Context: an optimization exercise on an open-source flow, tuned for small area, a short achievable clock period and few clock cycles per item. The choices shown serve that exercise and are no tape-out recipe.
The RTL was checked by simulation tests, not by an equivalence proof against the original design.
Power figures rest on the tool's default switching activity, not on a simulated workload.

Setup of onyx:
// byte_stream_find_replace
module byte_stream_find_replace #(
  parameter int MAX_PATTERN     = 16,
  parameter int MAX_REPLACEMENT = 16
) (
  input  wire logic        clk,
  input  wire logic        rst_n,
  input  wire logic        cfg_we,
  input  wire logic [2:0]  cfg_index,
  input  wire logic [63:0] cfg_wdata,
  input  wire logic        in_tvalid,
  output logic             in_tready,
  input  wire logic [7:0]  in_tdata,
  input  wire logic        in_tlast,
  output logic             out_tvalid,
  input  wire logic        out_tready,
  output logic [7:0]       out_tdata,
  output logic             out_tuser,
  output logic             out_tlast
);
Settings: LEC_CHECK=0, CAP_MARGIN=20, CORE_MARGIN=2, CORE_UTILIZATION=60, SETUP_SLACK_MARGIN=4.0, SLEW_MARGIN=20; clock period 6.5 ns.
standard.sh (not shown) runs the stock make flow with config.mk's settings and CLKGATE_MAP_FILE= SYNTH_SCRIPT=/design/flow/synth_recipe.tcl, a recipe that flattens the netlist after the stock synthesis.
==> flow/flow/run.sh <==
#!/bin/bash
# Standard layout, with two changes: the clock tree uses no dummy loads, and
# ports are buffered with buf_2 cells. The make output goes to make.log here;
# each ORFS step keeps its own log under orfs/logs.
set -euo pipefail
export CTS_ARGS="-sink_clustering_enable -repair_clock_nets -dont_use_dummy_load -sink_clustering_size 30 -sink_clustering_max_diameter 80"
export BUFFER_PORTS_ARGS="-buffer_cell sky130_fd_sc_hd__buf_2"
bash standard.sh finish > make.log 2>&1
Looking at the reports, onyx completed the entire flow and the layout it produced met the timing, design-rule and antenna checks.
Testbench counts of onyx, summed over its fixed seeds: cycles 95,180, items 28,800.
Inputs modified between onyx and fjord:
==> flow/flow/run.sh <==
#!/bin/bash
# Standard layout, with two changes: the clock tree uses no dummy loads, and
# ports are buffered with buf_2 cells. The make output goes to make.log here;
# each ORFS step keeps its own log under orfs/logs.
set -euo pipefail
export CTS_ARGS="-sink_clustering_enable -repair_clock_nets -dont_use_dummy_load -sink_clustering_size 30 -sink_clustering_max_diameter 100"
export BUFFER_PORTS_ARGS="-buffer_cell sky130_fd_sc_hd__buf_2"
bash standard.sh finish > make.log 2>&1
[summary]
~same synthesized area in onyx and fjord
| overall power consumption | fjord vs onyx | 2.4% lower |
Delta (fjord minus onyx): total detailed-routing wirelength level; global routing met3 resource utilization now smaller.
--- input diff fjord..harbor ---
Settings: CORE_UTILIZATION: 60 -> 70.
==> flow/flow/run.sh <==
#!/bin/bash
# Standard layout, with two changes: the clock tree uses no dummy loads, and
# ports are buffered with buf_2 cells. The make output goes to make.log here;
# each ORFS step keeps its own log under orfs/logs.
set -euo pipefail
export CTS_ARGS="-sink_clustering_enable -repair_clock_nets -dont_use_dummy_load -sink_clustering_size 24 -sink_clustering_max_diameter 80"
export BUFFER_PORTS_ARGS="-buffer_cell sky130_fd_sc_hd__buf_2"
bash standard.sh finish > make.log 2>&1
==> comparison <==
Summary — final wirelength, harbor relative to fjord: lower, by about 5.5%. harbor reports its worst setup path category as register to primary output while fjord reports input port to register. First-pass GRT wire length: harbor vs fjord down 4.9%. Summary of harbor over fjord: design area -about 0.33%, setup slack after layout grew by 0.013 ns, via-per-instance ratio higher. The number of max-cap violations was comparable across fjord and harbor.
--- input diff harbor..maple ---
Settings: a change of CORE_UTILIZATION from 70 to 60.
==> flow/flow/run.sh <==
#!/bin/bash
# Standard layout, with two changes: the clock tree uses no dummy loads, and
# ports are buffered with buf_2 cells. The make output goes to make.log here;
# each ORFS step keeps its own log under orfs/logs.
set -euo pipefail
export CTS_ARGS="-sink_clustering_enable -repair_clock_nets -dont_use_dummy_load"
export BUFFER_PORTS_ARGS="-buffer_cell sky130_fd_sc_hd__buf_2"
bash standard.sh finish > make.log 2>&1
==> comparison <==
The core of maple is less densely filled than that of harbor. maple ended up with a higher post-synthesis to final-layout area growth than harbor did. Higher count of clock-buffer cells in the layout was reported by maple, not harbor.
#### Input delta (lagoon over maple)
Settings: swapping 4.0 for 4.1 in SETUP_SLACK_MARGIN.
--- a/flow/flow/run.sh
+++ b/flow/flow/run.sh
@@ -4,5 +4,5 @@
 # each ORFS step keeps its own log under orfs/logs.
 set -euo pipefail
-export CTS_ARGS="-sink_clustering_enable -repair_clock_nets -dont_use_dummy_load"
+export CTS_ARGS="-sink_clustering_enable -repair_clock_nets -dont_use_dummy_load -sink_clustering_size 24 -sink_clustering_max_diameter 80"
 export BUFFER_PORTS_ARGS="-buffer_cell sky130_fd_sc_hd__buf_2"
 bash standard.sh finish > make.log 2>&1
## What came out
- Between lagoon and maple, the logic depth of the worst setup path including buffers is higher for lagoon.
- Delta (lagoon minus maple): final-layout clock buffer total moved down, final standard cell area without fillers moved down, longest individual stage delay on the worst path moved down, met3 wire length moved down.
- Sort lagoon and maple by sequential share of layout area asc -> top: maple
- The higher highest ir drop seen on vdd came out of lagoon.
- Wire length on met2 in lagoon is 1.1% below maple.
- Per the comparison of lagoon with maple, minimum clock period grew by 0.033 ns, area growth from synthesis to layout shrank by 0.96 points, number of buffers outside the clock class in the layout grew by 9.5%.
- lagoon reports its kind of critical path as input port to register while maple reports register to primary output.

* * *

Setup of north:
byte_stream_find_replace, a different RTL version from the one above (not shown whole).
Size in the first run: roughly 2,300 cells after synthesis, roughly 22,000 um2 of cells after synthesis.
// byte_stream_find_replace
module byte_stream_find_replace #(
  parameter int MAX_PATTERN     = 16,
  parameter int MAX_REPLACEMENT = 16
) (
  input  wire logic        clk,
  input  wire logic        rst_n,
  input  wire logic        cfg_we,
  input  wire logic [2:0]  cfg_index,
  input  wire logic [63:0] cfg_wdata,
  input  wire logic        in_tvalid,
  output logic             in_tready,
  input  wire logic [7:0]  in_tdata,
  input  wire logic        in_tlast,
  output logic             out_tvalid,
  input  wire logic        out_tready,
  output logic [7:0]       out_tdata,
  output logic             out_tuser,
  output logic             out_tlast
);
export LEC_CHECK = 0
export CAP_MARGIN = 20
export CORE_MARGIN = 2
export CORE_UTILIZATION = 70
export SETUP_SLACK_MARGIN = 4.0
export SLEW_MARGIN = 20
create_clock -name core_clock -period 6.5 [get_ports {clk}]
==> flow/flow/run.sh <==
#!/bin/bash
# Standard layout, with three changes: the clock tree uses no dummy loads,
# clusters of up to 24 sinks within 80 um per leaf buffer, and ports are
# buffered with buf_2 cells. The make output goes to make.log here; each
# ORFS step keeps its own log under orfs/logs.
set -euo pipefail
export CTS_ARGS="-sink_clustering_enable -repair_clock_nets -dont_use_dummy_load -sink_clustering_size 24 -sink_clustering_max_diameter 80"
export BUFFER_PORTS_ARGS="-buffer_cell sky130_fd_sc_hd__buf_2"
bash standard.sh finish > make.log 2>&1
Testbench counts of north, summed over its fixed seeds: cycles 95,180, items 28,800.
--- input diff north..south ---
Settings: setting TNS_END_PERCENT to 20 for the first time.
--- outcome ---
Reported for south and north, setup violation total in the final timing report turned out identical to the last digit. In south, the share of the final layout cell area in sequential cells came out 0.21 points above the value in north. Max setup slack of the critical path after layout across south and north: north. The core of south is less densely filled than that of north. north and south ended up with roughly the same fraction of area in clock buffers and inverters. Cmp south and north / initial antenna violation count / higher: north. The higher worst clock skew of south and north is in south. Comparing south with north, the relative area of non-clock buffer cells in the final design came out essentially unchanged. south has leakage dissipation below what north had. Compared with north, south shows a total power that is 0.065 mW lower.
[inputs] east vs south
Settings: TNS_END_PERCENT removed (was 20).
==> flow/flow/run.sh <==
#!/bin/bash
# Standard layout, with two changes: the clock tree uses no dummy loads, and
# ports are buffered with buf_2 cells. The make output goes to make.log here;
# each ORFS step keeps its own log under orfs/logs.
set -euo pipefail
export CTS_ARGS="-sink_clustering_enable -repair_clock_nets -dont_use_dummy_load -sink_clustering_size 24 -sink_clustering_max_diameter 80"
export BUFFER_PORTS_ARGS="-buffer_cell sky130_fd_sc_hd__buf_2"
bash standard.sh finish > make.log 2>&1
[summary]
- Compared with south, in east post-synthesis to final-layout area growth increased 0.33 points, number of iterations in the first detailed-routing pass up 1, share of the final layout cell area in multi-input gates held steady, final design area excluding fillers moved up.
- The higher setup slack came out of east.
- The core of east is more densely filled than that of south.
- Comparing total power density per cell area for east and south, the bigger number came from east.

## afterwards: timing with drivers on the ports
How much do the figures lean on ideal ports? The routed layouts below were timed once more, with nothing changed but the port constraints.
Step 1 (the two cells are an assumption about what drives the block):
set clk [get_ports {clk}]
set_driving_cell -lib_cell sky130_fd_sc_hd__clkbuf_16 $clk
set_driving_cell -lib_cell sky130_fd_sc_hd__buf_2 [delete_from_list [all_inputs] $clk]
Step 2 also shifts input and output timing later by t, the mid clock arrival at the registers, as if the neighbouring blocks saw the same clock.
Slacks: ideal / step 1 / step 2; pairs: ideal / step 1.
run	t (ns)	setup slack, ns	worst setup path after step 2	slew at the worst register clock pin (ns)	pins driven straight from the clock port
onyx	0.621	3.961 / 3.973 / 3.377	input to register	0.11 / 0.11	1
fjord	0.613	4.037 / 3.993 / 3.445	input to register	0.12 / 0.12	1
harbor	0.615	4.050 / 3.995 / 3.429	input to register	0.10 / 0.10	1
maple	0.636	4.036 / 3.979 / 3.414	input to register	0.06 / 0.06	1
lagoon	0.609	4.003 / 3.966 / 3.357	input to register	0.10 / 0.10	1
north	0.617	4.086 / 4.053 / 3.476	input to register	0.10 / 0.10	1
south	0.615	3.922 / 3.866 / 3.250	input to register	0.10 / 0.10	1
east	0.617	4.086 / 4.053 / 3.476	input to register	0.10 / 0.10	1
After both steps setup and hold are still met in every run listed. For south, which loses most, drivers alone change the setup slack by -0.056 ns; drivers and shift together by -0.672 ns.
